Context: an optimization exercise on an open-source flow, tuned for small area. The choices shown serve that exercise and are no tape-out recipe.

==> trial 70: inputs <==
// tnr_blend_top
module tnr_blend_top (
    input  logic        clk,
    input  logic        reset,
    input  logic        in_valid,
    input  logic [11:0] cur,
    input  logic [11:0] prev,
    input  logic [8:0]  blend_th0,
    input  logic [8:0]  blend_th1,
    output logic        out_valid,
    output logic [11:0] out_pixel
);
==> flow/config.mk <==
export PLATFORM = sky130hd
export DESIGN_NAME = tnr_blend_top
export DESIGN_NICKNAME = tnr_blend_top
export VERILOG_FILES = /design/flow/design.v
export SDC_FILE = /design/flow/constraint.sdc
export NUM_CORES = 4
export LEC_CHECK = 0
export CAP_MARGIN = 20
export CORE_MARGIN = 2
export CORE_UTILIZATION = 60
export GPL_TIMING_DRIVEN = 0
export SLEW_MARGIN = 20
==> flow/constraint.sdc <==
create_clock -name core_clock -period 5.0 [get_ports {clk}]
set_input_delay 1.0000 -clock core_clock [delete_from_list [all_inputs] [get_ports {clk}]]
set_output_delay 1.0000 -clock core_clock [all_outputs]
set_load 0.01 [all_outputs]
run.sh (not shown) runs the stock make flow with config.mk's settings and CLKGATE_MAP_FILE= SYNTH_SCRIPT=/design/flow/synth_recipe.tcl, a recipe that flattens the netlist after the stock synthesis.
==> build 43: changes against trial 70 <==
--- a/flow/config.mk
+++ b/flow/config.mk
@@ -7,6 +7,5 @@
 export LEC_CHECK = 0
 export CAP_MARGIN = 20
 export CORE_MARGIN = 2
-export CORE_UTILIZATION = 60
-export GPL_TIMING_DRIVEN = 0
+export CORE_UTILIZATION = 40
 export SLEW_MARGIN = 20
==> comparison table <==
quantity	build 43	trial 70
Routed wl met2	12.5 mm	13.0 mm
Clk cell area share	0.0412	0.0430
Hold EP	c8_base[4]$_DFF_P_	c6_q[3]$_DFF_P_
Floorplan core area	0.0276 mm²	0.0181 mm²
Setup violators final	18	20
Worst Min Path Start	c6_base[4]$_DFF_P_	c3_q[0]$_DFF_P_
Outcome	finished with violations	finished with violations
Layout check failures	negative setup slack	negative setup slack
Final worst path period need	5.17 ns	5.34 ns
Area used by multi-input combinational logic	0.00772 mm²	0.00809 mm²
Tightest Pin Transition	1.02 ns	0.782 ns
Total global routing track utilization	0.172	0.237
Met3 layer usage reported by global route	0.0303	0.0335
Endpoint arrival time on the critical path	5.48 ns	5.66 ns
Worst stage delay on the critical path	0.34 ns	0.35 ns
DRT Pass-1 Iters	4	5
Startpoint of the worst-slack reg-to-reg timing path	c3_r[0]$_DFF_P_	c0_r[1]$_DFF_P_
Endpoint of the worst setup timing path	c6_r[8]$_DFF_P_	c3_r[3]$_DFF_P_
Number of buffers other than clock buffers in the final layout	270	155
Depth of the critical timing path with buffers and inverters included	26	28
Multi-input combinational cell count	816	814
Final-layout non-clock buffer area share	0.147	0.0928
Fin nets	1686	1569
Multi-input gate share of the layout cell area	0.505	0.555
No functional check of the RTL was part of any run of this note.


==> 11-24 <==
tnr_blend_top, a different RTL version from the one above (not shown whole).
==> module tnr_blend_top, before the edit <==
module tnr_blend_top (
    input  logic        clk,
    input  logic        reset,
    input  logic        in_valid,
    input  logic [11:0] cur,
    input  logic [11:0] prev,
    input  logic [8:0]  blend_th0,
    input  logic [8:0]  blend_th1,
    output logic        out_valid,
    output logic [11:0] out_pixel
);
    logic [11:0] f_base;
    logic [9:0]  f_tm;
    logic [8:0]  f_r;
    logic [8:0]  f_dv;
    tnr_front i_front (
        .cur       (cur),
        .prev      (prev),
        .blend_th0 (blend_th0),
        .blend_th1 (blend_th1),
        .base      (f_base),
        .tm        (f_tm),
        .r         (f_r),
        .dv        (f_dv)
    );
    logic        c0_v;
    logic [11:0] c0_base;
    logic [9:0]  c0_tm;
    logic [8:0]  c0_r;
    logic [8:0]  c0_dv;
    always_ff @(posedge clk) begin
        if (reset) c0_v <= 1'b0;
        else       c0_v <= in_valid;
    end
    always_ff @(posedge clk) begin
        c0_base <= f_base;
        c0_tm   <= f_tm;
        c0_r    <= f_r;
        c0_dv   <= f_dv;
    end
    logic [8:0] r1;
    logic       qb1;
    tnr_step i_step1 (.r(c0_r), .dv(c0_dv), .rn(r1), .q(qb1));
    logic [8:0] r2;
    logic       qb2;
    tnr_step i_step2 (.r(r1), .dv(c0_dv), .rn(r2), .q(qb2));
    logic [8:0] r3;
    logic       qb3;
    tnr_step i_step3 (.r(r2), .dv(c0_dv), .rn(r3), .q(qb3));
    logic        c3_v;
    logic [11:0] c3_base;
    logic [9:0]  c3_tm;
    logic [8:0]  c3_r;
    logic [8:0]  c3_dv;
    logic [2:0]  c3_q;
    always_ff @(posedge clk) begin
        if (reset) c3_v <= 1'b0;
        else       c3_v <= c0_v;
    end
    always_ff @(posedge clk) begin
        c3_base <= c0_base;
        c3_tm   <= c0_tm;
        c3_r    <= r3;
        c3_dv   <= c0_dv;
        c3_q    <= {qb1, qb2, qb3};
    end
    logic [8:0] r4;
    logic       qb4;
    tnr_step i_step4 (.r(c3_r), .dv(c3_dv), .rn(r4), .q(qb4));
    logic [8:0] r5;
    logic       qb5;
    tnr_step i_step5 (.r(r4), .dv(c3_dv), .rn(r5), .q(qb5));
    logic [8:0] r6;
    logic       qb6;
    tnr_step i_step6 (.r(r5), .dv(c3_dv), .rn(r6), .q(qb6));
    logic        c6_v;
    logic [11:0] c6_base;
    logic [9:0]  c6_tm;
    logic [8:0]  c6_r;
    logic [8:0]  c6_dv;
    logic [5:0]  c6_q;
    always_ff @(posedge clk) begin
        if (reset) c6_v <= 1'b0;
        else       c6_v <= c3_v;
    end
    always_ff @(posedge clk) begin
        c6_base <= c3_base;
        c6_tm   <= c3_tm;
        c6_r    <= r6;
        c6_dv   <= c3_dv;
        c6_q    <= {c3_q[2], c3_q[1], c3_q[0], qb4, qb5, qb6};
    end
    logic [8:0] r7;
    logic       qb7;
    tnr_step i_step7 (.r(c6_r), .dv(c6_dv), .rn(r7), .q(qb7));
    logic [8:0] r8;
    logic       qb8;
    tnr_step i_step8 (.r(r7), .dv(c6_dv), .rn(r8), .q(qb8));
    logic        c8_v;
    logic [11:0] c8_base;
    logic [9:0]  c8_tm;
    logic [7:0]  c8_q;
    always_ff @(posedge clk) begin
        if (reset) c8_v <= 1'b0;
        else       c8_v <= c6_v;
    end
    always_ff @(posedge clk) begin
        c8_base <= c6_base;
        c8_tm   <= c6_tm;
        c8_q    <= {c6_q[5], c6_q[4], c6_q[3], c6_q[2], c6_q[1], c6_q[0], qb7, qb8};
    end
    logic [11:0] mix;
    tnr_mix i_mix (.q({c8_q[7], c8_q[6], c8_q[5], c8_q[4], c8_q[3], c8_q[2], c8_q[1], c8_q[0]}), .tm(c8_tm), .base(c8_base), .o(mix));
    always_ff @(posedge clk) begin
        if (reset) out_valid <= 1'b0;
        else       out_valid <= c8_v;
    end
    always_ff @(posedge clk) begin
        out_pixel <= mix;
    end
endmodule
==> flow/config.mk <==
export PLATFORM = sky130hd
export DESIGN_NAME = tnr_blend_top
export DESIGN_NICKNAME = tnr_blend_top
export VERILOG_FILES = /design/flow/design.v
export SDC_FILE = /design/flow/constraint.sdc
export NUM_CORES = 4
export LEC_CHECK = 0
export CAP_MARGIN = 20
export CORE_MARGIN = 2
export CORE_UTILIZATION = 60
export GPL_TIMING_DRIVEN = 0
export SLEW_MARGIN = 20
export SYNTH_HIERARCHICAL = 1
==> flow/constraint.sdc <==
create_clock -name core_clock -period 5.0 [get_ports {clk}]
set_input_delay 1.0000 -clock core_clock [delete_from_list [all_inputs] [get_ports {clk}]]
set_output_delay 1.0000 -clock core_clock [all_outputs]
set_load 0.01 [all_outputs]
==> 07-17: changes against 11-24 <==
--- a/flow/design.v
+++ b/flow/design.v
@@ -992,67 +992,50 @@
     logic [8:0] r3;
     logic       qb3;
     tnr_step i_step3 (.r(r2), .dv(c0_dv), .rn(r3), .q(qb3));
-    logic        c3_v;
-    logic [11:0] c3_base;
-    logic [9:0]  c3_tm;
-    logic [8:0]  c3_r;
-    logic [8:0]  c3_dv;
-    logic [2:0]  c3_q;
-    always_ff @(posedge clk) begin
-        if (reset) c3_v <= 1'b0;
-        else       c3_v <= c0_v;
-    end
-    always_ff @(posedge clk) begin
-        c3_base <= c0_base;
-        c3_tm   <= c0_tm;
-        c3_r    <= r3;
-        c3_dv   <= c0_dv;
-        c3_q    <= {qb1, qb2, qb3};
-    end
     logic [8:0] r4;
     logic       qb4;
-    tnr_step i_step4 (.r(c3_r), .dv(c3_dv), .rn(r4), .q(qb4));
+    tnr_step i_step4 (.r(r3), .dv(c0_dv), .rn(r4), .q(qb4));
+    logic        c4_v;
+    logic [11:0] c4_base;
+    logic [9:0]  c4_tm;
+    logic [8:0]  c4_r;
+    logic [8:0]  c4_dv;
+    logic [3:0]  c4_q;
+    always_ff @(posedge clk) begin
+        if (reset) c4_v <= 1'b0;
+        else       c4_v <= c0_v;
+    end
+    always_ff @(posedge clk) begin
+        c4_base <= c0_base;
+        c4_tm   <= c0_tm;
+        c4_r    <= r4;
+        c4_dv   <= c0_dv;
+        c4_q    <= {qb1, qb2, qb3, qb4};
+    end
     logic [8:0] r5;
     logic       qb5;
-    tnr_step i_step5 (.r(r4), .dv(c3_dv), .rn(r5), .q(qb5));
+    tnr_step i_step5 (.r(c4_r), .dv(c4_dv), .rn(r5), .q(qb5));
     logic [8:0] r6;
     logic       qb6;
-    tnr_step i_step6 (.r(r5), .dv(c3_dv), .rn(r6), .q(qb6));
-    logic        c6_v;
-    logic [11:0] c6_base;
-    logic [9:0]  c6_tm;
-    logic [8:0]  c6_r;
-    logic [8:0]  c6_dv;
-    logic [5:0]  c6_q;
-    always_ff @(posedge clk) begin
-        if (reset) c6_v <= 1'b0;
-        else       c6_v <= c3_v;
-    end
-    always_ff @(posedge clk) begin
-        c6_base <= c3_base;
-        c6_tm   <= c3_tm;
-        c6_r    <= r6;
-        c6_dv   <= c3_dv;
-        c6_q    <= {c3_q[2], c3_q[1], c3_q[0], qb4, qb5, qb6};
-    end
+    tnr_step i_step6 (.r(r5), .dv(c4_dv), .rn(r6), .q(qb6));
     logic [8:0] r7;
     logic       qb7;
-    tnr_step i_step7 (.r(c6_r), .dv(c6_dv), .rn(r7), .q(qb7));
+    tnr_step i_step7 (.r(r6), .dv(c4_dv), .rn(r7), .q(qb7));
     logic [8:0] r8;
     logic       qb8;
-    tnr_step i_step8 (.r(r7), .dv(c6_dv), .rn(r8), .q(qb8));
+    tnr_step i_step8 (.r(r7), .dv(c4_dv), .rn(r8), .q(qb8));
     logic        c8_v;
     logic [11:0] c8_base;
     logic [9:0]  c8_tm;
     logic [7:0]  c8_q;
     always_ff @(posedge clk) begin
         if (reset) c8_v <= 1'b0;
-        else       c8_v <= c6_v;
+        else       c8_v <= c4_v;
     end
     always_ff @(posedge clk) begin
-        c8_base <= c6_base;
-        c8_tm   <= c6_tm;
-        c8_q    <= {c6_q[5], c6_q[4], c6_q[3], c6_q[2], c6_q[1], c6_q[0], qb7, qb8};
+        c8_base <= c4_base;
+        c8_tm   <= c4_tm;
+        c8_q    <= {c4_q[3], c4_q[2], c4_q[1], c4_q[0], qb5, qb6, qb7, qb8};
     end
     logic [11:0] mix;
     tnr_mix i_mix (.q({c8_q[7], c8_q[6], c8_q[5], c8_q[4], c8_q[3], c8_q[2], c8_q[1], c8_q[0]}), .tm(c8_tm), .base(c8_base), .o(mix));
--- a/flow/config.mk
+++ b/flow/config.mk
@@ -9,5 +9,6 @@
 export CORE_MARGIN = 2
 export CORE_UTILIZATION = 60
 export GPL_TIMING_DRIVEN = 0
+export SETUP_SLACK_MARGIN = 0.3
 export SLEW_MARGIN = 20
 export SYNTH_HIERARCHICAL = 1
==> notes.md <==
11-24 produced a clean layout. 07-17 finished but fails on setup timing.
Against 07-17, the clock skew of 11-24 is higher by 0.0012 ns.
In 11-24 the final cell count is larger than in 07-17, by about 0.9%.
In 07-17 the global-route usage is higher than in 11-24, by 3.3 points.
Die area: 07-17 is lower than 11-24 (about 7%).
No run of this note included a check of the RTL's function; only the layout flow was run.

-- re-timing with driven ports --
The results above use ideal ports. As a check the final layouts listed here were re-extracted and re-timed, cells and wires unchanged.
Step 1 (the two cells are an assumption about what drives the block):
set clk [get_ports {clk}]
set_driving_cell -lib_cell sky130_fd_sc_hd__clkbuf_16 $clk
set_driving_cell -lib_cell sky130_fd_sc_hd__buf_2 [delete_from_list [all_inputs] $clk]
Step 2, shift: input delay + t, output delay - t, t = (earliest + latest rising clock arrival at the registers) / 2. This alone moves slack from input paths to output paths.
Three values: ideal, step 1, step 2; two values: the first two.
run	shift t [ns]	setup WS [ns]	worst hold slack (ns)	worst register clock-pin slew, ns
trial 70	0.480	-0.344 / -0.344 / -0.375	0.317 / 0.317 / 0.317	0.08 / 0.08
build 43	0.478	-0.168 / -0.168 / -0.339	0.318 / 0.318 / 0.318	0.09 / 0.09
11-24	0.470	0.235 / 0.214 / -0.255	0.324 / 0.324 / 0.324	0.07 / 0.07
07-17	0.458	-0.298 / -0.298 / -0.298	0.321 / 0.321 / 0.321	0.06 / 0.06
With both steps, setup timing fails in 11-24, where it was met with ideal ports. The setup slack of 11-24, which loses most, moves by -0.021 ns with the drivers and by -0.490 ns with both steps.
